Background: an optimization exercise with open tools, aiming at small area, a short achievable clock period and few clock cycles per item. Do not read the settings as production practice. Function was checked by simulation only, so behaviour that the tests miss may differ from the original. Power and IR drop assume default switching activity.

## flow/design.v (module list and top-level ports; edited modules follow where they fit)
// module pdfi_front: 48 lines
// module pdfi_queue: 34 lines
// module pdfi_vlane: 328 lines
// module pdfi_tlane: 495 lines
// module pdfi_resolve: 25 lines
// module pdfi_back: 64 lines
// module pvt_derating_factor_interpolator: 93 lines
module pvt_derating_factor_interpolator (
  input  logic                                clk,
  input  logic                                rst_n,
  input  logic                                in_valid,
  output logic                                in_ready,
  input  logic [pdfi_pkg::VOLT_W-1:0]         in_voltage_mv,
  input  logic signed [pdfi_pkg::TEMP_W-1:0]  in_temperature_decideg,
  input  logic [pdfi_pkg::CORNER_W-1:0]       in_process_corner,
  output logic                                out_valid,
  input  logic                                out_ready,
  output logic [pdfi_pkg::FACTOR_W-1:0]       out_voltage_factor,
  output logic [pdfi_pkg::FACTOR_W-1:0]       out_temperature_factor,
  output logic [pdfi_pkg::FACTOR_W-1:0]       out_process_factor,
  output logic                                out_voltage_ok,
  output logic                                out_temperature_ok,
  output logic                                out_process_ok
);
  // ...
==> flow/run.sh <==
#!/bin/bash
# synth_recipe.tcl (not shown) runs the flow's synth.tcl, then flattens the netlist and writes it again
# the make line also repeats each setting of config.mk as NAME=value (left out here)
make -C /OpenROAD-flow-scripts/flow DESIGN_CONFIG=/design/flow/config.mk WORK_HOME=/design/flow/orfs CLKGATE_MAP_FILE= SYNTH_SCRIPT=/design/flow/synth_recipe.tcl finish
==> flow/config.mk <==
export PLATFORM = sky130hd
export DESIGN_NAME = pvt_derating_factor_interpolator
export DESIGN_NICKNAME = pvt_derating_factor_interpolator
export VERILOG_FILES = /design/flow/design.v
export SDC_FILE = /design/flow/constraint.sdc
export NUM_CORES = 4
export LEC_CHECK = 0
export CAP_MARGIN = 20
export CORE_MARGIN = 2
export CORE_UTILIZATION = 40
export SETUP_SLACK_MARGIN = 2.5
export SLEW_MARGIN = 20
==> flow/constraint.sdc <==
create_clock -name core_clock -period 7.0 [get_ports {clk}]
set_input_delay 1.4000 -clock core_clock [delete_from_list [all_inputs] [get_ports {clk}]]
set_output_delay 1.4000 -clock core_clock [all_outputs]
set_load 0.01 [all_outputs]
==> results.txt, run 1 <==
status=timing/DRC/antenna clean; Setup Slack @ Placement=1.99 ns; critical path peak fanout=4; io pins=100; multi-input combinational area share=57.3%; pin count of the biggest net entering global routing=56; hold path startpoint=u_queue.corner_q[1]; Synth Area in Compound Gates=15.1%; Reg-to-Reg Start=u_queue.tseg_q[8]; Die Area=31000 µm²; Largest register FFs=21; CP Data Arrival Time=4.69 ns; Slew Limit Fails=0; top cell type's share of synthesized area=24.9%; Post-Synth XOR/XNOR Area=2.81%; R2R setup slack=2.41 ns; CTS tree=yes; largest registers=u_back.tls_r (21), u_back.vls_r (20), u_queue.tseg_q (18); hold path depth=0; CP endpoint=u_back.tck_r; period utilization=65.5%; Critical Path Max Stage Delay=0.53 ns; kind of cell adding the most delay to the critical path=adder cells; ys async rst share=0%; Total Nets Final=1651; Root Buffer=clkbuf_16; latest clock arrival within the worst-skew pair=0.36 ns; number of non-clock inverters in the layout=146; gp weighted congestion=1.00; 1st-pass router iterations=6; Reg power frac=25.4%; Post-synth top cells=146 x inv_1, 116 x nand2_1, 98 x edfxtp_1; Iteration-0 DRC Markers=1238; Comb. pwr=2.43 mW; Post-Synthesis Cells=1328; fmax=0.218 GHz; clock group power=0.526 mW; final wirelength=36.1 mm; Critical Path Start=u_queue.tseg_q[8]; largest cell class by area=multi-input combinational cells; Bufs and invs on worst path=3; most used routing layer=met2; bufs w/o clock=204; max_cap viols=0
Testbench counts, summed over its fixed seeds: cycles 16,016, items 16,000.
==> module pdfi_vlane, before the edit <==
module pdfi_vlane (
  input  logic [8:0] seg,
  input  logic [5:0] u,
  output logic [20:0] ls,
  output logic [4:0] gb,
  output logic ck
);
  logic [27:0] e;
  logic [17:0] g;
  logic [18:0] g3;
  logic [5:0] m;
  assign e = ({28{seg[0]}} & 28'd149447104)
    | ({28{seg[1]}} & 28'd139520384)
    | ({28{seg[2]}} & 28'd140150204)
    | ({28{seg[3]}} & 28'd131523840)
    | ({28{seg[4]}} & 28'd132448072)
    | ({28{seg[5]}} & 28'd132631344)
    | ({28{seg[6]}} & 28'd125862444)
    | ({28{seg[7]}} & 28'd126268792)
    | ({28{seg[8]}} & 28'd120765400);
  assign g = ({18{seg[0]}} & 18'd155118)
    | ({18{seg[1]}} & 18'd155106)
    | ({18{seg[2]}} & 18'd134788)
    | ({18{seg[3]}} & 18'd134784)
    | ({18{seg[4]}} & 18'd117981)
    | ({18{seg[5]}} & 18'd105762)
    | ({18{seg[6]}} & 18'd105764)
    | ({18{seg[7]}} & 18'd95345)
    | ({18{seg[8]}} & 18'd85842);
  assign g3 = ({19{seg[0]}} & 19'd465354)
    | ({19{seg[1]}} & 19'd465318)
    | ({19{seg[2]}} & 19'd404364)
    | ({19{seg[3]}} & 19'd404352)
    | ({19{seg[4]}} & 19'd353943)
    | ({19{seg[5]}} & 19'd317286)
    | ({19{seg[6]}} & 19'd317292)
    | ({19{seg[7]}} & 19'd286035)
    | ({19{seg[8]}} & 19'd257526);
  logic d0_1, d0_2, d0_3;
  logic [18:0] r0;
  logic d1_1, d1_2, d1_3;
  logic [18:0] r1;
  logic d2_1, d2_2, d2_3;
  logic [18:0] r2;
  logic [27:0] sa, sb;
  logic t_w1;
  logic t_w2;
  logic t_w3;
  logic t_w4;
  logic t_w5;
  logic t_w6;
  logic t_w7;
  logic t_w8;
  logic t_w9;
  logic t_w10;
  logic t_w11;
  logic t_w12;
  logic t_w13;
  logic t_w14;
  logic t_w15;
  logic t_w16;
  logic t_w17;
  logic t_w18;
  logic t_w19;
  logic t_w20;
  logic t_w21;
  logic t_w22;
  logic t_w23;
  logic t_w24;
  logic t_w25;
  logic t_w26;
  logic t_w27;
  logic t_w28;
  logic t_w29;
  logic t_w30;
  logic t_w31;
  logic t_w32;
  logic t_w33;
  logic t_w34;
  logic t_w35;
  logic t_w36;
  logic t_w37;
  logic t_w38;
  logic t_w39;
  logic t_w40;
  logic t_w41;
  logic t_w42;
  logic t_w43;
  logic t_w44;
  logic t_w45;
  logic t_w46;
  logic t_w47;
  logic t_w48;
  logic t_w49;
  logic t_w50;
  logic t_w51;
  logic t_w52;
  logic t_w53;
  logic t_w54;
  logic t_w55;
  logic t_w56;
  logic t_w57;
  logic t_w58;
  logic t_w59;
  logic t_w60;
  logic t_w61;
  logic t_w62;
  logic t_w63;
  logic t_w64;
  logic t_w65;
  logic t_w66;
  logic t_w67;
  logic t_w68;
  logic t_w69;
  logic t_w70;
  logic t_w71;
  logic t_w72;
  logic t_w73;
  logic t_w74;
  logic t_w75;
  logic t_w76;
  assign m = ~u;
  assign d0_1 = m[1:0] == 2'd1;
  assign d0_2 = m[1:0] == 2'd2;
  assign d0_3 = m[1:0] == 2'd3;
  assign r0[0] = (d0_1 & g[0]) | (d0_3 & g3[0]);
  assign r0[1] = (d0_1 & g[1]) | (d0_2 & g[0]) | (d0_3 & g3[1]);
  assign r0[2] = (d0_1 & g[2]) | (d0_2 & g[1]) | (d0_3 & g3[2]);
  assign r0[3] = (d0_1 & g[3]) | (d0_2 & g[2]) | (d0_3 & g3[3]);
  assign r0[4] = (d0_1 & g[4]) | (d0_2 & g[3]) | (d0_3 & g3[4]);
  assign r0[5] = (d0_1 & g[5]) | (d0_2 & g[4]) | (d0_3 & g3[5]);
  assign r0[6] = (d0_1 & g[6]) | (d0_2 & g[5]) | (d0_3 & g3[6]);
  assign r0[7] = (d0_1 & g[7]) | (d0_2 & g[6]) | (d0_3 & g3[7]);
  assign r0[8] = (d0_1 & g[8]) | (d0_2 & g[7]) | (d0_3 & g3[8]);
  assign r0[9] = (d0_1 & g[9]) | (d0_2 & g[8]) | (d0_3 & g3[9]);
  assign r0[10] = (d0_1 & g[10]) | (d0_2 & g[9]) | (d0_3 & g3[10]);
  assign r0[11] = (d0_1 & g[11]) | (d0_2 & g[10]) | (d0_3 & g3[11]);
  assign r0[12] = (d0_1 & g[12]) | (d0_2 & g[11]) | (d0_3 & g3[12]);
  assign r0[13] = (d0_1 & g[13]) | (d0_2 & g[12]) | (d0_3 & g3[13]);
  assign r0[14] = (d0_1 & g[14]) | (d0_2 & g[13]) | (d0_3 & g3[14]);
  assign r0[15] = (d0_1 & g[15]) | (d0_2 & g[14]) | (d0_3 & g3[15]);
  assign r0[16] = (d0_1 & g[16]) | (d0_2 & g[15]) | (d0_3 & g3[16]);
  assign r0[17] = (d0_1 & g[17]) | (d0_2 & g[16]) | (d0_3 & g3[17]);
  assign r0[18] = (d0_2 & g[17]) | (d0_3 & g3[18]);
  assign d1_1 = m[3:2] == 2'd1;
  assign d1_2 = m[3:2] == 2'd2;
  assign d1_3 = m[3:2] == 2'd3;
  assign r1[0] = (d1_1 & g[0]) | (d1_3 & g3[0]);
  assign r1[1] = (d1_1 & g[1]) | (d1_2 & g[0]) | (d1_3 & g3[1]);
  assign r1[2] = (d1_1 & g[2]) | (d1_2 & g[1]) | (d1_3 & g3[2]);
  assign r1[3] = (d1_1 & g[3]) | (d1_2 & g[2]) | (d1_3 & g3[3]);
  assign r1[4] = (d1_1 & g[4]) | (d1_2 & g[3]) | (d1_3 & g3[4]);
  assign r1[5] = (d1_1 & g[5]) | (d1_2 & g[4]) | (d1_3 & g3[5]);
  assign r1[6] = (d1_1 & g[6]) | (d1_2 & g[5]) | (d1_3 & g3[6]);
  assign r1[7] = (d1_1 & g[7]) | (d1_2 & g[6]) | (d1_3 & g3[7]);
  assign r1[8] = (d1_1 & g[8]) | (d1_2 & g[7]) | (d1_3 & g3[8]);
  assign r1[9] = (d1_1 & g[9]) | (d1_2 & g[8]) | (d1_3 & g3[9]);
  assign r1[10] = (d1_1 & g[10]) | (d1_2 & g[9]) | (d1_3 & g3[10]);
  assign r1[11] = (d1_1 & g[11]) | (d1_2 & g[10]) | (d1_3 & g3[11]);
  assign r1[12] = (d1_1 & g[12]) | (d1_2 & g[11]) | (d1_3 & g3[12]);
  assign r1[13] = (d1_1 & g[13]) | (d1_2 & g[12]) | (d1_3 & g3[13]);
  assign r1[14] = (d1_1 & g[14]) | (d1_2 & g[13]) | (d1_3 & g3[14]);
  assign r1[15] = (d1_1 & g[15]) | (d1_2 & g[14]) | (d1_3 & g3[15]);
  assign r1[16] = (d1_1 & g[16]) | (d1_2 & g[15]) | (d1_3 & g3[16]);
  assign r1[17] = (d1_1 & g[17]) | (d1_2 & g[16]) | (d1_3 & g3[17]);
  assign r1[18] = (d1_2 & g[17]) | (d1_3 & g3[18]);
  assign d2_1 = m[5:4] == 2'd1;
  assign d2_2 = m[5:4] == 2'd2;
  assign d2_3 = m[5:4] == 2'd3;
  assign r2[0] = (d2_1 & g[0]) | (d2_3 & g3[0]);
  assign r2[1] = (d2_1 & g[1]) | (d2_2 & g[0]) | (d2_3 & g3[1]);
  assign r2[2] = (d2_1 & g[2]) | (d2_2 & g[1]) | (d2_3 & g3[2]);
  assign r2[3] = (d2_1 & g[3]) | (d2_2 & g[2]) | (d2_3 & g3[3]);
  assign r2[4] = (d2_1 & g[4]) | (d2_2 & g[3]) | (d2_3 & g3[4]);
  assign r2[5] = (d2_1 & g[5]) | (d2_2 & g[4]) | (d2_3 & g3[5]);
  assign r2[6] = (d2_1 & g[6]) | (d2_2 & g[5]) | (d2_3 & g3[6]);
  assign r2[7] = (d2_1 & g[7]) | (d2_2 & g[6]) | (d2_3 & g3[7]);
  assign r2[8] = (d2_1 & g[8]) | (d2_2 & g[7]) | (d2_3 & g3[8]);
  assign r2[9] = (d2_1 & g[9]) | (d2_2 & g[8]) | (d2_3 & g3[9]);
  assign r2[10] = (d2_1 & g[10]) | (d2_2 & g[9]) | (d2_3 & g3[10]);
  assign r2[11] = (d2_1 & g[11]) | (d2_2 & g[10]) | (d2_3 & g3[11]);
  assign r2[12] = (d2_1 & g[12]) | (d2_2 & g[11]) | (d2_3 & g3[12]);
  assign r2[13] = (d2_1 & g[13]) | (d2_2 & g[12]) | (d2_3 & g3[13]);
  assign r2[14] = (d2_1 & g[14]) | (d2_2 & g[13]) | (d2_3 & g3[14]);
  assign r2[15] = (d2_1 & g[15]) | (d2_2 & g[14]) | (d2_3 & g3[15]);
  assign r2[16] = (d2_1 & g[16]) | (d2_2 & g[15]) | (d2_3 & g3[16]);
  assign r2[17] = (d2_1 & g[17]) | (d2_2 & g[16]) | (d2_3 & g3[17]);
  assign r2[18] = (d2_2 & g[17]) | (d2_3 & g3[18]);
  assign t_w1 = e[4] ^ r0[4];
  assign t_w2 = e[4] & r0[4];
  assign t_w3 = e[5] ^ r0[5] ^ r1[3];
  assign t_w4 = (e[5] & r0[5]) | (r1[3] & (e[5] ^ r0[5]));
  assign t_w5 = e[6] ^ r0[6] ^ r1[4];
  assign t_w6 = (e[6] & r0[6]) | (r1[4] & (e[6] ^ r0[6]));
  assign t_w7 = e[7] ^ r0[7] ^ r1[5];
  assign t_w8 = (e[7] & r0[7]) | (r1[5] & (e[7] ^ r0[7]));
  assign t_w9 = e[8] ^ r0[8] ^ r1[6];
  assign t_w10 = (e[8] & r0[8]) | (r1[6] & (e[8] ^ r0[8]));
  assign t_w11 = e[9] ^ r0[9] ^ r1[7];
  assign t_w12 = (e[9] & r0[9]) | (r1[7] & (e[9] ^ r0[9]));
  assign t_w13 = e[10] ^ r0[10] ^ r1[8];
  assign t_w14 = (e[10] & r0[10]) | (r1[8] & (e[10] ^ r0[10]));
  assign t_w15 = e[11] ^ r0[11] ^ r1[9];
  assign t_w16 = (e[11] & r0[11]) | (r1[9] & (e[11] ^ r0[11]));
  assign t_w17 = e[12] ^ r0[12] ^ r1[10];
  assign t_w18 = (e[12] & r0[12]) | (r1[10] & (e[12] ^ r0[12]));
  assign t_w19 = e[13] ^ r0[13] ^ r1[11];
  assign t_w20 = (e[13] & r0[13]) | (r1[11] & (e[13] ^ r0[13]));
  assign t_w21 = e[14] ^ r0[14] ^ r1[12];
  assign t_w22 = (e[14] & r0[14]) | (r1[12] & (e[14] ^ r0[14]));
  assign t_w23 = e[15] ^ r0[15] ^ r1[13];
  assign t_w24 = (e[15] & r0[15]) | (r1[13] & (e[15] ^ r0[15]));
  assign t_w25 = e[16] ^ r0[16] ^ r1[14];
  assign t_w26 = (e[16] & r0[16]) | (r1[14] & (e[16] ^ r0[16]));
  assign t_w27 = e[17] ^ r0[17] ^ r1[15];
  assign t_w28 = (e[17] & r0[17]) | (r1[15] & (e[17] ^ r0[17]));
  assign t_w29 = e[18] ^ r0[18] ^ r1[16];
  assign t_w30 = (e[18] & r0[18]) | (r1[16] & (e[18] ^ r0[18]));
  assign t_w31 = e[19] ^ r1[17];
  assign t_w32 = e[19] & r1[17];
  assign t_w33 = e[20] ^ r1[18];
  assign t_w34 = e[20] & r1[18];
  assign t_w35 = e[2] ^ r0[2];
  assign t_w36 = e[2] & r0[2];
  assign t_w37 = e[3] ^ r0[3] ^ r1[1];
  assign t_w38 = (e[3] & r0[3]) | (r1[1] & (e[3] ^ r0[3]));
  assign t_w39 = t_w1 ^ r1[2] ^ r2[0];
  assign t_w40 = (t_w1 & r1[2]) | (r2[0] & (t_w1 ^ r1[2]));
  assign t_w41 = t_w2 ^ t_w3 ^ r2[1];
  assign t_w42 = (t_w2 & t_w3) | (r2[1] & (t_w2 ^ t_w3));
  assign t_w43 = t_w4 ^ t_w5 ^ r2[2];
  assign t_w44 = (t_w4 & t_w5) | (r2[2] & (t_w4 ^ t_w5));
  assign t_w45 = t_w6 ^ t_w7 ^ r2[3];
  assign t_w46 = (t_w6 & t_w7) | (r2[3] & (t_w6 ^ t_w7));
  assign t_w47 = t_w8 ^ t_w9 ^ r2[4];
  assign t_w48 = (t_w8 & t_w9) | (r2[4] & (t_w8 ^ t_w9));
  assign t_w49 = t_w10 ^ t_w11 ^ r2[5];
  assign t_w50 = (t_w10 & t_w11) | (r2[5] & (t_w10 ^ t_w11));
  assign t_w51 = t_w12 ^ t_w13 ^ r2[6];
  assign t_w52 = (t_w12 & t_w13) | (r2[6] & (t_w12 ^ t_w13));
  assign t_w53 = t_w14 ^ t_w15 ^ r2[7];
  assign t_w54 = (t_w14 & t_w15) | (r2[7] & (t_w14 ^ t_w15));
  assign t_w55 = t_w16 ^ t_w17 ^ r2[8];
  assign t_w56 = (t_w16 & t_w17) | (r2[8] & (t_w16 ^ t_w17));
  assign t_w57 = t_w18 ^ t_w19 ^ r2[9];
  assign t_w58 = (t_w18 & t_w19) | (r2[9] & (t_w18 ^ t_w19));
  assign t_w59 = t_w20 ^ t_w21 ^ r2[10];
  assign t_w60 = (t_w20 & t_w21) | (r2[10] & (t_w20 ^ t_w21));
  assign t_w61 = t_w22 ^ t_w23 ^ r2[11];
  assign t_w62 = (t_w22 & t_w23) | (r2[11] & (t_w22 ^ t_w23));
  assign t_w63 = t_w24 ^ t_w25 ^ r2[12];
  assign t_w64 = (t_w24 & t_w25) | (r2[12] & (t_w24 ^ t_w25));
  assign t_w65 = t_w26 ^ t_w27 ^ r2[13];
  assign t_w66 = (t_w26 & t_w27) | (r2[13] & (t_w26 ^ t_w27));
  assign t_w67 = t_w28 ^ t_w29 ^ r2[14];
  assign t_w68 = (t_w28 & t_w29) | (r2[14] & (t_w28 ^ t_w29));
  assign t_w69 = t_w30 ^ t_w31 ^ r2[15];
  assign t_w70 = (t_w30 & t_w31) | (r2[15] & (t_w30 ^ t_w31));
  assign t_w71 = t_w32 ^ t_w33 ^ r2[16];
  assign t_w72 = (t_w32 & t_w33) | (r2[16] & (t_w32 ^ t_w33));
  assign t_w73 = t_w34 ^ e[21] ^ r2[17];
  assign t_w74 = (t_w34 & e[21]) | (r2[17] & (t_w34 ^ e[21]));
  assign t_w75 = e[22] ^ r2[18];
  assign t_w76 = e[22] & r2[18];
  assign sa[0] = e[0];
  assign sb[0] = r0[0];
  assign sa[1] = e[1];
  assign sb[1] = r0[1];
  assign sa[2] = t_w35;
  assign sb[2] = r1[0];
  assign sa[3] = t_w36;
  assign sb[3] = t_w37;
  assign sa[4] = t_w38;
  assign sb[4] = t_w39;
  assign sa[5] = t_w40;
  assign sb[5] = t_w41;
  assign sa[6] = t_w42;
  assign sb[6] = t_w43;
  assign sa[7] = t_w44;
  assign sb[7] = t_w45;
  assign sa[8] = t_w46;
  assign sb[8] = t_w47;
  assign sa[9] = t_w48;
  assign sb[9] = t_w49;
  assign sa[10] = t_w50;
  assign sb[10] = t_w51;
  assign sa[11] = t_w52;
  assign sb[11] = t_w53;
  assign sa[12] = t_w54;
  assign sb[12] = t_w55;
  assign sa[13] = t_w56;
  assign sb[13] = t_w57;
  assign sa[14] = t_w58;
  assign sb[14] = t_w59;
  assign sa[15] = t_w60;
  assign sb[15] = t_w61;
  assign sa[16] = t_w62;
  assign sb[16] = t_w63;
  assign sa[17] = t_w64;
  assign sb[17] = t_w65;
  assign sa[18] = t_w66;
  assign sb[18] = t_w67;
  assign sa[19] = t_w68;
  assign sb[19] = t_w69;
  assign sa[20] = t_w70;
  assign sb[20] = t_w71;
  assign sa[21] = t_w72;
  assign sb[21] = t_w73;
  assign sa[22] = t_w74;
  assign sb[22] = t_w75;
  assign sa[23] = t_w76;
  assign sb[23] = e[23];
  assign sa[24] = e[24];
  assign sb[24] = 1'b0;
  assign sa[25] = e[25];
  assign sb[25] = 1'b0;
  assign sa[26] = e[26];
  assign sb[26] = 1'b0;
  assign sa[27] = e[27];
  assign sb[27] = 1'b0;
  logic [6:0] lo_unused;
  assign {ck, lo_unused} = 8'(sa[6:0]) + 8'(sb[6:0]);
  assign {gb[0], ls[3:0]} = 5'(sa[10:7]) + 5'(sb[10:7]);
  assign {gb[1], ls[7:4]} = 5'(sa[14:11]) + 5'(sb[14:11]);
  assign {gb[2], ls[11:8]} = 5'(sa[18:15]) + 5'(sb[18:15]);
  assign {gb[3], ls[15:12]} = 5'(sa[22:19]) + 5'(sb[22:19]);
  assign {gb[4], ls[20:16]} = 6'(sa[27:23]) + 6'(sb[27:23]);
endmodule
==> module pdfi_back, before the edit <==
module pdfi_back (
  input  logic                          clk,
  input  logic                          rst_n,
  input  logic                          en,
  input  logic                          valid_d,
  input  logic [pdfi_pkg::F_W-1:0]      vls_d,
  input  logic [pdfi_pkg::NB-1:0]       vgb_d,
  input  logic                          vck_d,
  input  logic [pdfi_pkg::F_W-1:0]      tls_d,
  input  logic [pdfi_pkg::NB-1:0]       tgb_d,
  input  logic                          tck_d,
  input  logic                          vok_d,
  input  logic                          tok_d,
  input  logic [pdfi_pkg::CORNER_W-1:0] corner_d,
  output logic                          out_valid,
  output logic [pdfi_pkg::FACTOR_W-1:0] out_voltage_factor,
  output logic [pdfi_pkg::FACTOR_W-1:0] out_temperature_factor,
  output logic [pdfi_pkg::FACTOR_W-1:0] out_process_factor,
  output logic                          out_voltage_ok,
  output logic                          out_temperature_ok,
  output logic                          out_process_ok
);
  logic [pdfi_pkg::F_W-1:0]      vls_r, tls_r;
  logic [pdfi_pkg::NB-1:0]       vgb_r, tgb_r;
  logic                          vck_r, tck_r;
  logic                          vok_r, tok_r;
  logic [pdfi_pkg::CORNER_W-1:0] corner_r;
  always_ff @(posedge clk) begin
    if (!rst_n) begin
      out_valid <= 1'b0;
    end else if (en) begin
      out_valid <= valid_d;
    end
  end
  always_ff @(posedge clk) begin
    if (en) begin
      vls_r    <= vls_d;
      vgb_r    <= vgb_d;
      vck_r    <= vck_d;
      tls_r    <= tls_d;
      tgb_r    <= tgb_d;
      tck_r    <= tck_d;
      vok_r    <= vok_d;
      tok_r    <= tok_d;
      corner_r <= corner_d;
    end
  end
  logic [pdfi_pkg::F_W-1:0] vf, tf;
  pdfi_resolve u_vres (.ls (vls_r), .gb (vgb_r), .ck (vck_r), .f (vf));
  pdfi_resolve u_tres (.ls (tls_r), .gb (tgb_r), .ck (tck_r), .f (tf));
  assign out_voltage_factor     = {1'b0, vf};
  assign out_temperature_factor = {1'b0, tf};
  assign out_voltage_ok         = vok_r;
  assign out_temperature_ok     = tok_r;
  always_comb begin
    unique case (corner_r)
      2'd0:    out_process_factor = pdfi_pkg::PF_SLOW;
      2'd1:    out_process_factor = pdfi_pkg::PF_TYP;
      2'd2:    out_process_factor = pdfi_pkg::PF_FAST;
      default: out_process_factor = '0;
    endcase
  end
  assign out_process_ok = corner_r != 2'd3;
endmodule
==> run 2: changes to the inputs <==
--- a/flow/design.v
+++ b/flow/design.v
@@ -103,43 +103,16 @@
   output logic [20:0] ls,
   output logic [4:0] gb,
   output logic ck
 );
   logic [27:0] e;
   logic [17:0] g;
   logic [18:0] g3;
   logic [5:0] m;
-  assign e = ({28{seg[0]}} & 28'd149447104)
-    | ({28{seg[1]}} & 28'd139520384)
-    | ({28{seg[2]}} & 28'd140150204)
-    | ({28{seg[3]}} & 28'd131523840)
-    | ({28{seg[4]}} & 28'd132448072)
-    | ({28{seg[5]}} & 28'd132631344)
-    | ({28{seg[6]}} & 28'd125862444)
-    | ({28{seg[7]}} & 28'd126268792)
-    | ({28{seg[8]}} & 28'd120765400);
-  assign g = ({18{seg[0]}} & 18'd155118)
-    | ({18{seg[1]}} & 18'd155106)
-    | ({18{seg[2]}} & 18'd134788)
-    | ({18{seg[3]}} & 18'd134784)
-    | ({18{seg[4]}} & 18'd117981)
-    | ({18{seg[5]}} & 18'd105762)
-    | ({18{seg[6]}} & 18'd105764)
-    | ({18{seg[7]}} & 18'd95345)
-    | ({18{seg[8]}} & 18'd85842);
-  assign g3 = ({19{seg[0]}} & 19'd465354)
-    | ({19{seg[1]}} & 19'd465318)
-    | ({19{seg[2]}} & 19'd404364)
-    | ({19{seg[3]}} & 19'd404352)
-    | ({19{seg[4]}} & 19'd353943)
-    | ({19{seg[5]}} & 19'd317286)
-    | ({19{seg[6]}} & 19'd317292)
-    | ({19{seg[7]}} & 19'd286035)
-    | ({19{seg[8]}} & 19'd257526);
   logic d0_1, d0_2, d0_3;
   logic [18:0] r0;
   logic d1_1, d1_2, d1_3;
   logic [18:0] r1;
   logic d2_1, d2_2, d2_3;
   logic [18:0] r2;
   logic [27:0] sa, sb;
   logic t_w1;
@@ -213,16 +186,81 @@
   logic t_w69;
   logic t_w70;
   logic t_w71;
   logic t_w72;
   logic t_w73;
   logic t_w74;
   logic t_w75;
   logic t_w76;
+  assign e[0] = 1'b0;
+  assign e[1] = 1'b0;
+  assign e[2] = seg[2] | seg[6];
+  assign e[3] = ~(seg[0] | seg[1] | seg[3] | seg[5]);
+  assign e[4] = seg[2] | seg[5] | seg[7] | seg[8];
+  assign e[5] = seg[2] | seg[5] | seg[6] | seg[7];
+  assign e[6] = seg[0] | seg[4] | seg[7] | seg[8];
+  assign e[7] = seg[0] | seg[1] | seg[2] | seg[8];
+  assign e[8] = ~(seg[6]);
+  assign e[9] = seg[4] | seg[5] | seg[6] | seg[8];
+  assign e[10] = seg[2] | seg[3] | seg[4] | seg[7];
+  assign e[11] = seg[1] | seg[4] | seg[5] | seg[8];
+  assign e[12] = seg[4] | seg[7] | seg[8];
+  assign e[13] = ~(seg[2] | seg[5] | seg[6]);
+  assign e[14] = ~(seg[2] | seg[6] | seg[7] | seg[8]);
+  assign e[15] = ~(seg[0]);
+  assign e[16] = seg[5];
+  assign e[17] = ~(seg[0] | seg[1] | seg[4] | seg[6]);
+  assign e[18] = seg[3] | seg[4] | seg[5] | seg[7];
+  assign e[19] = seg[0] | seg[2];
+  assign e[20] = seg[1] | seg[2] | seg[3] | seg[8];
+  assign e[21] = seg[0] | seg[4] | seg[5] | seg[8];
+  assign e[22] = ~(seg[6] | seg[7] | seg[8]);
+  assign e[23] = ~(seg[1] | seg[2] | seg[8]);
+  assign e[24] = ~(seg[0] | seg[1] | seg[2]);
+  assign e[25] = ~(seg[0] | seg[1] | seg[2]);
+  assign e[26] = ~(seg[0] | seg[1] | seg[2]);
+  assign e[27] = seg[0] | seg[1] | seg[2];
+  assign g[0] = seg[4] | seg[7];
+  assign g[1] = seg[0] | seg[1] | seg[5] | seg[8];
+  assign g[2] = seg[0] | seg[2] | seg[4] | seg[6];
+  assign g[3] = seg[0] | seg[4];
+  assign g[4] = seg[4] | seg[7] | seg[8];
+  assign g[5] = ~(seg[2] | seg[3] | seg[4] | seg[8]);
+  assign g[6] = ~(seg[2] | seg[3] | seg[5] | seg[6]);
+  assign g[7] = ~(seg[5] | seg[6] | seg[7] | seg[8]);
+  assign g[8] = ~(seg[2] | seg[3] | seg[4] | seg[7]);
+  assign g[9] = seg[2] | seg[3] | seg[8];
+  assign g[10] = 1'b1;
+  assign g[11] = ~(seg[7]);
+  assign g[12] = ~(seg[2] | seg[3] | seg[4] | seg[8]);
+  assign g[13] = seg[7];
+  assign g[14] = ~(seg[2] | seg[3] | seg[5] | seg[6]);
+  assign g[15] = seg[4] | seg[5] | seg[6];
+  assign g[16] = ~(seg[0] | seg[1] | seg[2] | seg[3]);
+  assign g[17] = seg[0] | seg[1] | seg[2] | seg[3];
+  assign g3[0] = seg[4] | seg[7];
+  assign g3[1] = ~(seg[2] | seg[3] | seg[6]);
+  assign g3[2] = ~(seg[0] | seg[3] | seg[7]);
+  assign g3[3] = seg[0] | seg[2] | seg[6];
+  assign g3[4] = seg[4] | seg[7] | seg[8];
+  assign g3[5] = seg[1] | seg[5] | seg[6] | seg[8];
+  assign g3[6] = ~(seg[1] | seg[2] | seg[3] | seg[4]);
+  assign g3[7] = ~(seg[5] | seg[6] | seg[7]);
+  assign g3[8] = ~(seg[4]);
+  assign g3[9] = ~(seg[0] | seg[1] | seg[7] | seg[8]);
+  assign g3[10] = ~(seg[0] | seg[1] | seg[2] | seg[3]);
+  assign g3[11] = ~(seg[4] | seg[5] | seg[6]);
+  assign g3[12] = ~(seg[2] | seg[3] | seg[4] | seg[8]);
+  assign g3[13] = seg[2] | seg[3] | seg[4] | seg[8];
+  assign g3[14] = ~(seg[0] | seg[1] | seg[2] | seg[3]);
+  assign g3[15] = seg[5] | seg[6] | seg[8];
+  assign g3[16] = seg[0] | seg[1] | seg[4] | seg[8];
+  assign g3[17] = ~(seg[4] | seg[5] | seg[6] | seg[7]);
+  assign g3[18] = ~(seg[8]);
   assign m = ~u;
   assign d0_1 = m[1:0] == 2'd1;
   assign d0_2 = m[1:0] == 2'd2;
   assign d0_3 = m[1:0] == 2'd3;
   assign r0[0] = (d0_1 & g[0]) | (d0_3 & g3[0]);
   assign r0[1] = (d0_1 & g[1]) | (d0_2 & g[0]) | (d0_3 & g3[1]);
   assign r0[2] = (d0_1 & g[2]) | (d0_2 & g[1]) | (d0_3 & g3[2]);
   assign r0[3] = (d0_1 & g[3]) | (d0_2 & g[2]) | (d0_3 & g3[3]);
@@ -431,70 +469,16 @@
   output logic [20:0] ls,
   output logic [4:0] gb,
   output logic ck
 );
   logic [31:0] e;
   logic [18:0] g;
   logic [20:0] g3;
   logic [7:0] m;
-  assign e = ({32{seg[0]}} & 32'd1924782080)
-    | ({32{seg[1]}} & 32'd1923636160)
-    | ({32{seg[2]}} & 32'd2036541344)
-    | ({32{seg[3]}} & 32'd2035885408)
-    | ({32{seg[4]}} & 32'd2038427648)
-    | ({32{seg[5]}} & 32'd2150100880)
-    | ({32{seg[6]}} & 32'd2150242160)
-    | ({32{seg[7]}} & 32'd2145842176)
-    | ({32{seg[8]}} & 32'd2262891520)
-    | ({32{seg[9]}} & 32'd2263004832)
-    | ({32{seg[10]}} & 32'd2263947136)
-    | ({32{seg[11]}} & 32'd2266637056)
-    | ({32{seg[12]}} & 32'd2378279616)
-    | ({32{seg[13]}} & 32'd2378605472)
-    | ({32{seg[14]}} & 32'd2377837520)
-    | ({32{seg[15]}} & 32'd2489536960)
-    | ({32{seg[16]}} & 32'd2489821872)
-    | ({32{seg[17]}} & 32'd2487687072);
-  assign g = ({19{seg[0]}} & 19'd430225)
-    | ({19{seg[1]}} & 19'd441036)
-    | ({19{seg[2]}} & 19'd442024)
-    | ({19{seg[3]}} & 19'd446397)
-    | ({19{seg[4]}} & 19'd436224)
-    | ({19{seg[5]}} & 19'd436048)
-    | ({19{seg[6]}} & 19'd434544)
-    | ({19{seg[7]}} & 19'd457224)
-    | ({19{seg[8]}} & 19'd457202)
-    | ({19{seg[9]}} & 19'd454235)
-    | ({19{seg[10]}} & 19'd447407)
-    | ({19{seg[11]}} & 19'd436104)
-    | ({19{seg[12]}} & 19'd436089)
-    | ({19{seg[13]}} & 19'd432107)
-    | ({19{seg[14]}} & 19'd436324)
-    | ({19{seg[15]}} & 19'd436306)
-    | ({19{seg[16]}} & 19'd425352)
-    | ({19{seg[17]}} & 19'd442295);
-  assign g3 = ({21{seg[0]}} & 21'd1290675)
-    | ({21{seg[1]}} & 21'd1323108)
-    | ({21{seg[2]}} & 21'd1326072)
-    | ({21{seg[3]}} & 21'd1339191)
-    | ({21{seg[4]}} & 21'd1308672)
-    | ({21{seg[5]}} & 21'd1308144)
-    | ({21{seg[6]}} & 21'd1303632)
-    | ({21{seg[7]}} & 21'd1371672)
-    | ({21{seg[8]}} & 21'd1371606)
-    | ({21{seg[9]}} & 21'd1362705)
-    | ({21{seg[10]}} & 21'd1342221)
-    | ({21{seg[11]}} & 21'd1308312)
-    | ({21{seg[12]}} & 21'd1308267)
-    | ({21{seg[13]}} & 21'd1296321)
-    | ({21{seg[14]}} & 21'd1308972)
-    | ({21{seg[15]}} & 21'd1308918)
-    | ({21{seg[16]}} & 21'd1276056)
-    | ({21{seg[17]}} & 21'd1326885);
   logic d0_1, d0_2, d0_3;
   logic [20:0] r0;
   logic d1_1, d1_2, d1_3;
   logic [20:0] r1;
   logic d2_1, d2_2, d2_3;
   logic [20:0] r2;
   logic d3_1, d3_2, d3_3;
   logic [20:0] r3;
@@ -620,16 +604,88 @@
   logic t_w119;
   logic t_w120;
   logic t_w121;
   logic t_w122;
   logic t_w123;
   logic t_w124;
   logic t_w125;
   logic t_w126;
+  assign e[0] = 1'b0;
+  assign e[1] = 1'b0;
+  assign e[2] = 1'b0;
+  assign e[3] = 1'b0;
+  assign e[4] = seg[5] | seg[6] | seg[14] | seg[16];
+  assign e[5] = seg[2] | seg[3] | seg[6] | seg[9] | seg[13] | seg[16] | seg[17];
+  assign e[6] = seg[1] | seg[3] | seg[6] | seg[12] | seg[14] | seg[15];
+  assign e[7] = ~(seg[0] | seg[3] | seg[4] | seg[6] | seg[7] | seg[8] | seg[11]);
+  assign e[8] = ~(seg[0] | seg[4] | seg[7] | seg[8] | seg[9] | seg[12] | seg[16]);
+  assign e[9] = ~(seg[0] | seg[3] | seg[4] | seg[7] | seg[8] | seg[15]);
+  assign e[10] = seg[2] | seg[3] | seg[5] | seg[6] | seg[7] | seg[8] | seg[9] | seg[10] | seg[17];
+  assign e[11] = seg[0] | seg[1] | seg[5] | seg[8] | seg[12] | seg[14] | seg[16];
+  assign e[12] = ~(seg[2] | seg[3] | seg[5] | seg[11] | seg[12] | seg[13] | seg[14] | seg[16]);
+  assign e[13] = ~(seg[0] | seg[1] | seg[6] | seg[10] | seg[15] | seg[17]);
+  assign e[14] = seg[0] | seg[1] | seg[4] | seg[5] | seg[7] | seg[8] | seg[14] | seg[15];
+  assign e[15] = ~(seg[1] | seg[2] | seg[3] | seg[6] | seg[10] | seg[11] | seg[15] | seg[17]);
+  assign e[16] = ~(seg[1] | seg[6] | seg[7] | seg[8] | seg[9] | seg[11] | seg[13] | seg[14]);
+  assign e[17] = ~(seg[0] | seg[1] | seg[3] | seg[8] | seg[10] | seg[12]);
+  assign e[18] = seg[4] | seg[5] | seg[7] | seg[13] | seg[16] | seg[17];
+  assign e[19] = seg[0] | seg[1] | seg[3] | seg[4] | seg[6] | seg[11] | seg[14];
+  assign e[20] = seg[0] | seg[3] | seg[4] | seg[10] | seg[11] | seg[14];
+  assign e[21] = ~(seg[3] | seg[11] | seg[12] | seg[13] | seg[17]);
+  assign e[22] = ~(seg[0] | seg[1] | seg[5] | seg[6] | seg[11] | seg[14]);
+  assign e[23] = seg[0] | seg[1] | seg[7] | seg[8] | seg[9] | seg[10] | seg[12] | seg[13] | seg[14];
+  assign e[24] = seg[2] | seg[3] | seg[4] | seg[7] | seg[11] | seg[12] | seg[13] | seg[14];
+  assign e[25] = seg[0] | seg[1] | seg[7] | seg[8] | seg[9] | seg[10] | seg[11];
+  assign e[26] = ~(seg[0] | seg[1] | seg[2] | seg[3] | seg[4] | seg[5] | seg[6]);
+  assign e[27] = seg[2] | seg[3] | seg[4] | seg[7] | seg[12] | seg[13] | seg[14];
+  assign e[28] = seg[0] | seg[1] | seg[2] | seg[3] | seg[4] | seg[7] | seg[15] | seg[16] | seg[17];
+  assign e[29] = seg[0] | seg[1] | seg[2] | seg[3] | seg[4] | seg[7];
+  assign e[30] = seg[0] | seg[1] | seg[2] | seg[3] | seg[4] | seg[7];
+  assign e[31] = ~(seg[0] | seg[1] | seg[2] | seg[3] | seg[4] | seg[7]);
+  assign g[0] = seg[0] | seg[3] | seg[9] | seg[10] | seg[12] | seg[13] | seg[17];
+  assign g[1] = seg[8] | seg[9] | seg[10] | seg[13] | seg[15] | seg[17];
+  assign g[2] = seg[1] | seg[3] | seg[10] | seg[14] | seg[17];
+  assign g[3] = ~(seg[0] | seg[4] | seg[5] | seg[6] | seg[8] | seg[14] | seg[15] | seg[17]);
+  assign g[4] = seg[0] | seg[3] | seg[5] | seg[6] | seg[8] | seg[9] | seg[12] | seg[15] | seg[17];
+  assign g[5] = seg[2] | seg[3] | seg[6] | seg[8] | seg[10] | seg[12] | seg[13] | seg[14] | seg[17];
+  assign g[6] = seg[1] | seg[5] | seg[6] | seg[8] | seg[9] | seg[12] | seg[13] | seg[14] | seg[15];
+  assign g[7] = ~(seg[4] | seg[5] | seg[6] | seg[7] | seg[9] | seg[12] | seg[14] | seg[15]);
+  assign g[8] = ~(seg[0] | seg[1] | seg[2] | seg[4] | seg[7] | seg[9] | seg[14] | seg[15]);
+  assign g[9] = ~(seg[0] | seg[4] | seg[6] | seg[8] | seg[14] | seg[15] | seg[16]);
+  assign g[10] = seg[2] | seg[3] | seg[5] | seg[9] | seg[11] | seg[12] | seg[13] | seg[16] | seg[17];
+  assign g[11] = ~(seg[0] | seg[5] | seg[6] | seg[10] | seg[11] | seg[12] | seg[13]);
+  assign g[12] = seg[0] | seg[1] | seg[2] | seg[7] | seg[8] | seg[10] | seg[13] | seg[16] | seg[17];
+  assign g[13] = ~(seg[0] | seg[3] | seg[10] | seg[13]);
+  assign g[14] = seg[3] | seg[7] | seg[8] | seg[9] | seg[10] | seg[16];
+  assign g[15] = ~(seg[16]);
+  assign g[16] = 1'b0;
+  assign g[17] = 1'b1;
+  assign g[18] = 1'b1;
+  assign g3[0] = seg[0] | seg[3] | seg[9] | seg[10] | seg[12] | seg[13] | seg[17];
+  assign g3[1] = seg[0] | seg[3] | seg[8] | seg[12] | seg[15];
+  assign g3[2] = seg[1] | seg[3] | seg[8] | seg[10] | seg[14] | seg[15] | seg[17];
+  assign g3[3] = seg[2] | seg[7] | seg[10] | seg[11] | seg[12] | seg[14] | seg[16];
+  assign g3[4] = ~(seg[1] | seg[4] | seg[10] | seg[12] | seg[13] | seg[14] | seg[17]);
+  assign g3[5] = seg[0] | seg[1] | seg[2] | seg[3] | seg[5] | seg[12] | seg[14] | seg[15] | seg[17];
+  assign g3[6] = seg[1] | seg[2] | seg[5] | seg[6] | seg[8] | seg[12] | seg[13] | seg[15];
+  assign g3[7] = seg[0] | seg[2] | seg[5] | seg[8] | seg[11] | seg[13] | seg[15] | seg[16];
+  assign g3[8] = ~(seg[1] | seg[4] | seg[6] | seg[7] | seg[11] | seg[12] | seg[15] | seg[16]);
+  assign g3[9] = seg[2] | seg[3] | seg[7] | seg[9] | seg[10] | seg[11] | seg[12] | seg[13] | seg[17];
+  assign g3[10] = seg[3] | seg[5] | seg[6] | seg[7] | seg[8] | seg[11] | seg[12] | seg[13] | seg[17];
+  assign g3[11] = ~(seg[0] | seg[1] | seg[5] | seg[6] | seg[11] | seg[12] | seg[13]);
+  assign g3[12] = ~(seg[3] | seg[6] | seg[7] | seg[8] | seg[9] | seg[13]);
+  assign g3[13] = ~(seg[9] | seg[13]);
+  assign g3[14] = ~(seg[0] | seg[1] | seg[2] | seg[17]);
+  assign g3[15] = ~(seg[1] | seg[2] | seg[3] | seg[10] | seg[16] | seg[17]);
+  assign g3[16] = ~(seg[1] | seg[2] | seg[3] | seg[7] | seg[8] | seg[9] | seg[10] | seg[17]);
+  assign g3[17] = ~(seg[1] | seg[2] | seg[3] | seg[7] | seg[8] | seg[9] | seg[10] | seg[17]);
+  assign g3[18] = seg[1] | seg[2] | seg[3] | seg[7] | seg[8] | seg[9] | seg[10] | seg[17];
+  assign g3[19] = 1'b0;
+  assign g3[20] = 1'b1;
   assign m = u;
   assign d0_1 = m[1:0] == 2'd1;
   assign d0_2 = m[1:0] == 2'd2;
   assign d0_3 = m[1:0] == 2'd3;
   assign r0[0] = (d0_1 & g[0]) | (d0_3 & g3[0]);
   assign r0[1] = (d0_1 & g[1]) | (d0_2 & g[0]) | (d0_3 & g3[1]);
   assign r0[2] = (d0_1 & g[2]) | (d0_2 & g[1]) | (d0_3 & g3[2]);
   assign r0[3] = (d0_1 & g[3]) | (d0_2 & g[2]) | (d0_3 & g3[3]);
@@ -990,18 +1046,18 @@
       vok_r    <= vok_d;
       tok_r    <= tok_d;
       corner_r <= corner_d;
     end
   end
   logic [pdfi_pkg::F_W-1:0] vf, tf;
   pdfi_resolve u_vres (.ls (vls_r), .gb (vgb_r), .ck (vck_r), .f (vf));
   pdfi_resolve u_tres (.ls (tls_r), .gb (tgb_r), .ck (tck_r), .f (tf));
-  assign out_voltage_factor     = {1'b0, vf};
-  assign out_temperature_factor = {1'b0, tf};
+  assign out_voltage_factor     = {1'b0, vf & {pdfi_pkg::F_W{vok_r}}};
+  assign out_temperature_factor = {1'b0, tf & {pdfi_pkg::F_W{tok_r}}};
   assign out_voltage_ok         = vok_r;
   assign out_temperature_ok     = tok_r;
   always_comb begin
     unique case (corner_r)
       2'd0:    out_process_factor = pdfi_pkg::PF_SLOW;
       2'd1:    out_process_factor = pdfi_pkg::PF_TYP;
       2'd2:    out_process_factor = pdfi_pkg::PF_FAST;
       default: out_process_factor = '0;
==> flow/config.mk (replaced) <==
export PLATFORM = sky130hd
export DESIGN_NAME = pvt_derating_factor_interpolator
export DESIGN_NICKNAME = pvt_derating_factor_interpolator
export VERILOG_FILES = /design/flow/design.v
export SDC_FILE = /design/flow/constraint.sdc
export NUM_CORES = 4
export LEC_CHECK = 0
export CAP_MARGIN = 20
export CORE_MARGIN = 2
export CORE_UTILIZATION = 40
export SETUP_SLACK_MARGIN = 3.0
export SLEW_MARGIN = 20
==> results.txt, run 2 <==
status=timing/DRC/antenna clean (unchanged); fmax=0.229 GHz (was 0.218 GHz); kind of cell adding the most delay to the critical path=adder cells (unchanged); Switching Power=1.64 mW (was 1.58 mW); Clock transition at path regs=0.09 ns (was 0.07 ns); most frequent cells in the layout=173 x inv_1, 106 x buf_4, 98 x edfxtp_1 (was 136 x inv_1, 114 x nand2_1, 103 x buf_4); flops & latches, synth=100 (unchanged); commonest non-fill, non-tap cell in the layout=inv_1 (unchanged); fill count=2670 (was 2766); latest clock arrival within the worst-skew pair=0.37 ns (was 0.36 ns); Setup Crit Path Kind=reg -> reg (unchanged); DRC=0 (unchanged); CTS tree=yes (unchanged); RSZ-0062 raised after global routing=true (unchanged); LEAKAGE=6.71 nW (was 6.62 nW); Hold Violations, Final=0 (unchanged); Power Internal=2.47 mW (was 2.38 mW); gp weighted congestion=0.954 (was 1.00); antenna-violating nets left=0 (unchanged); Clock Sinks=100 (unchanged); period utilization=62.3% (was 65.5%); Crit-path slowest cell=or4_4 (unchanged); Post-Synthesis Cells=1238 (was 1328); Final setup viols=0 (unchanged); crit path capture type=flop (unchanged); Die Area=30100 µm² (was 31000 µm²); Setup Slack @ Placement=2.35 ns (was 1.99 ns); synthesized area=11500 µm² (was 11800 µm²); DP Wirelength=23.0 mm (was 25.5 mm); dominant cells by area after synthesis=edfxtp_1 26%, fa_1 17%, ha_1 10% (was edfxtp_1 25%, fa_1 16%, ha_1 8.7%); Finished Cell Area=14300 µm² (was 14400 µm²); setup ws final=2.64 ns (was 2.41 ns); VDD IR max=0.000104 V (was 0.000117 V); Post-synth top cells=186 x inv_1, 98 x edfxtp_1, 96 x fa_1 (was 146 x inv_1, 116 x nand2_1, 98 x edfxtp_1); setup_tns=0 ns (unchanged); gr usage total=21.6% (was 23.3%); Multi-input gate area=7800 µm² (was 8230 µm²); top cell type's share of synthesized area=25.6% (was 24.9%); number of global-route vias before repair=9619 (was 10242); Seq. cell area=2980 µm² (unchanged); initial antenna violation count=1 (was 0); register area share after synthesis=25.9% (was 25.2%); Bufs and invs on worst path=3 (unchanged); Antenna diodes=0 (unchanged); DR WL/cell=18.9 µm (was 19.7 µm); Synth area leader=edfxtp_1 (unchanged); Largest register FFs=21 (unchanged); total CTS buffers=9 (unchanged); area delta synth->final=24.7% (was 21.3%); measured slew at the worst slew-check pin=1.08 ns (was 0.994 ns); Starting Density=40.3% (was 40.9%); CP Data Arrival Time=4.50 ns (was 4.69 ns); port buffer count=91 (unchanged); max_cap viols=0 (unchanged); final wirelength=33.5 mm (was 36.1 mm); post-synthesis average cell area=9.29 µm² (was 8.91 µm²); largest registers=u_back.tls_r (21), u_back.vls_r (20), u_queue.tseg_q (18) (unchanged); Most flops, register=u_back.tls_r (unchanged); Die Span Y=174 µm (was 176 µm); critical path data required time=7.14 ns (was 7.10 ns); placed cell area=12600 µm² (was 12900 µm²); Post-synth EDFFs=98 (unchanged); commonest register cell after synthesis=edfxtp_1 (unchanged); layout cells sized above 1=18.1% (was 17.6%); grt ovf=0 (unchanged); Synth Warn #=3 (unchanged); Cell Chain, Critical Path=or4_4 -> nor4_4 -> a222oi_1 -> inv_1 -> fa_1 -> fa_1 -> inv_1 -> fa_1 -> inv_2 -> ha_4 -> fa_2 -> a21o_1 -> a21o_1 (was buf_6 -> or4_4 -> or3_4 -> or2_0 -> a32o_1 -> fa_1 -> inv_1 -> fa_1 -> inv_1 -> fa_1 -> ha_4 -> a21o_1 -> nand3_1 -> o211ai_1 -> o21bai_1); clock skew=0.0223 ns (was 0.0117 ns); maximum level of the CTS H-tree=3 (unchanged); Synth cell types=70 (was 74); Comb pwr share=60.8% (was 61.3%); Slew Limit Fails=0 (unchanged); min Tclk post-route=4.36 ns (was 4.59 ns); core area=28500 µm² (was 28900 µm²); Reg power frac=25.7% (was 25.4%); Most common cell on crit path=fa_1 (unchanged); hold_ws=0.418 ns (was 0.421 ns); Iteration-0 DRC Markers=1345 (was 1238); Critical Path Max Stage Delay=0.59 ns (was 0.53 ns); via count=10199 (was 10700); max_slew headroom=27.7% (was 33.7%); Startpoint Class=flop (unchanged); Root Buffer=clkbuf_16 (unchanged); drt via density=5.76 (was 5.84); ys async rst share=0% (unchanged); Post-CTS Hold Fix Bufs=0 (unchanged); row cnt=62 (unchanged); 1st-pass router iterations=8 (was 6); top-count cell post-synth=inv_1 (unchanged); clock buffer depth=2 (unchanged); critical path peak fanout=4 (unchanged); clock power share=13.5% (was 13.3%); Total Nets Final=1600 (was 1651); pin count of the biggest net entering global routing=56 (unchanged); first-pass GRT wire length=52.2 mm (was 57.1 mm); Power Dens Cells=287 nW/µm² (was 276 nW/µm²); Net Sw Frac=40.0% (was 39.9%); io pins=100 (unchanged); worst hold path class=reg -> reg (unchanged); Die W=174 µm (was 176 µm)
-- run 2: final timing paths --
kind | from | end | depth (start not counted) | slack (ns)
worst min register to register | u_queue.corner_q[0] | u_back.corner_r[0] | 0 | 0.42
worst min-delay path | u_queue.corner_q[0] | u_back.corner_r[0] | 0 | 0.42
worst max-delay path | u_queue.tseg_q[4] | u_back.tgb_r[0] | 13 | 2.64
worst max register to register | u_queue.tseg_q[4] | u_back.tgb_r[0] | 13 | 2.64
-- run 2: worst reg2reg max path: stages (launching register included) --
cell and delay [ns]:
edfxtp_1 0.48, or4_4 0.60, nor4_4 0.38, a222oi_1 0.15, inv_1 0.14, fa_1 0.46, fa_1 0.49, inv_1 0.05
fa_1 0.51, inv_2 0.05, ha_4 0.16, fa_2 0.36, a21o_1 0.16, a21o_1 0.17
-- run 2: power by group through the flow --
stage               registers, mW  clock network, mW  logic [mW]
floorplan                    1.01                  0        1.59
global placement             1.07                  0        2.14
detailed placement           1.08                  0        2.18
CTS                          1.06              0.561        2.34
global route                 1.08              0.584        2.85
finish                       1.06              0.554        2.50
-- run 2: stage by stage --
step	utilization (%)	instances	power [mW]
global route	50.3	1770	4.51
floorplan	-	1245	2.59
detailed placement	44.0	1630	3.26
global placement	44.0	1630	3.21
finish	50.3	1770	4.11
CTS	48.0	1722	3.97
-- run 2: kinds of logic after synthesis --
| kind of cell | after synthesis | synth area share [%] |
|---|---|---|
| buffers and inverters | 282 | 10.0 |
| adders and majority gates | 190 | 26.9 |
| muxes | 5 | 0.446 |
| AOI/OAI and AO/OA | 242 | 15.1 |
| and+or+nand+nor | 382 | 18.8 |
| other | 1 | 0.0326 |
| DFF | 100 | 25.9 |
| xor gates and xnor gates | 36 | 2.74 |
-- run 2: area by class of cell --
type	count	share of cell area, %
Clock buffer	9	1.57
Clock inverter	7	0.637
Inverter	187	4.91
Multi-Input combinational cell	863	54.4
Sequential cell	100	20.8
Tap cell	384	3.35
Timing Repair Buffer	220	14.4
-- run 2: repair_timing --
action	in CTS	in global routing
buffers inserted	74	47
hold endpoints to repair	0	0
cloned	2	1
endpoints found under the setup margin	42	40
pin swaps	30	52
resized for setup	64	60
-- run 2: routing by layer --
layer,GRT usage (%),routed length [µm]
met1,31.6,14600
met4,8.09,1250
met5,0,0
met3,5.02,3760
met2,31.0,13900
Testbench counts of run 2, summed over its fixed seeds: cycles 16,016, items 16,000.

-- static timing again, ports no longer ideal --
No port has a modelled driver above. Below, the same layouts with a new extraction and two added sets of constraints.
Step 1, drivers: a clkbuf_16 drives clk and a buf_2 each remaining input, both assumed.
Step 2 also shifts input and output timing later by t, the mid clock arrival at the registers, as if the neighbouring blocks saw the same clock.
a / b / c = no drivers / after step 1 / after step 2; a / b = the first two.
run | shift t [ns] | slack for setup (ns) | slew at the worst register clock pin (ns)
run 1 | 0.405 | 2.414 / 2.414 / 2.414 | 0.08 / 0.08
run 2 | 0.411 | 2.640 / 2.640 / 2.640 | 0.09 / 0.09
After both steps every run listed still meets setup and hold.
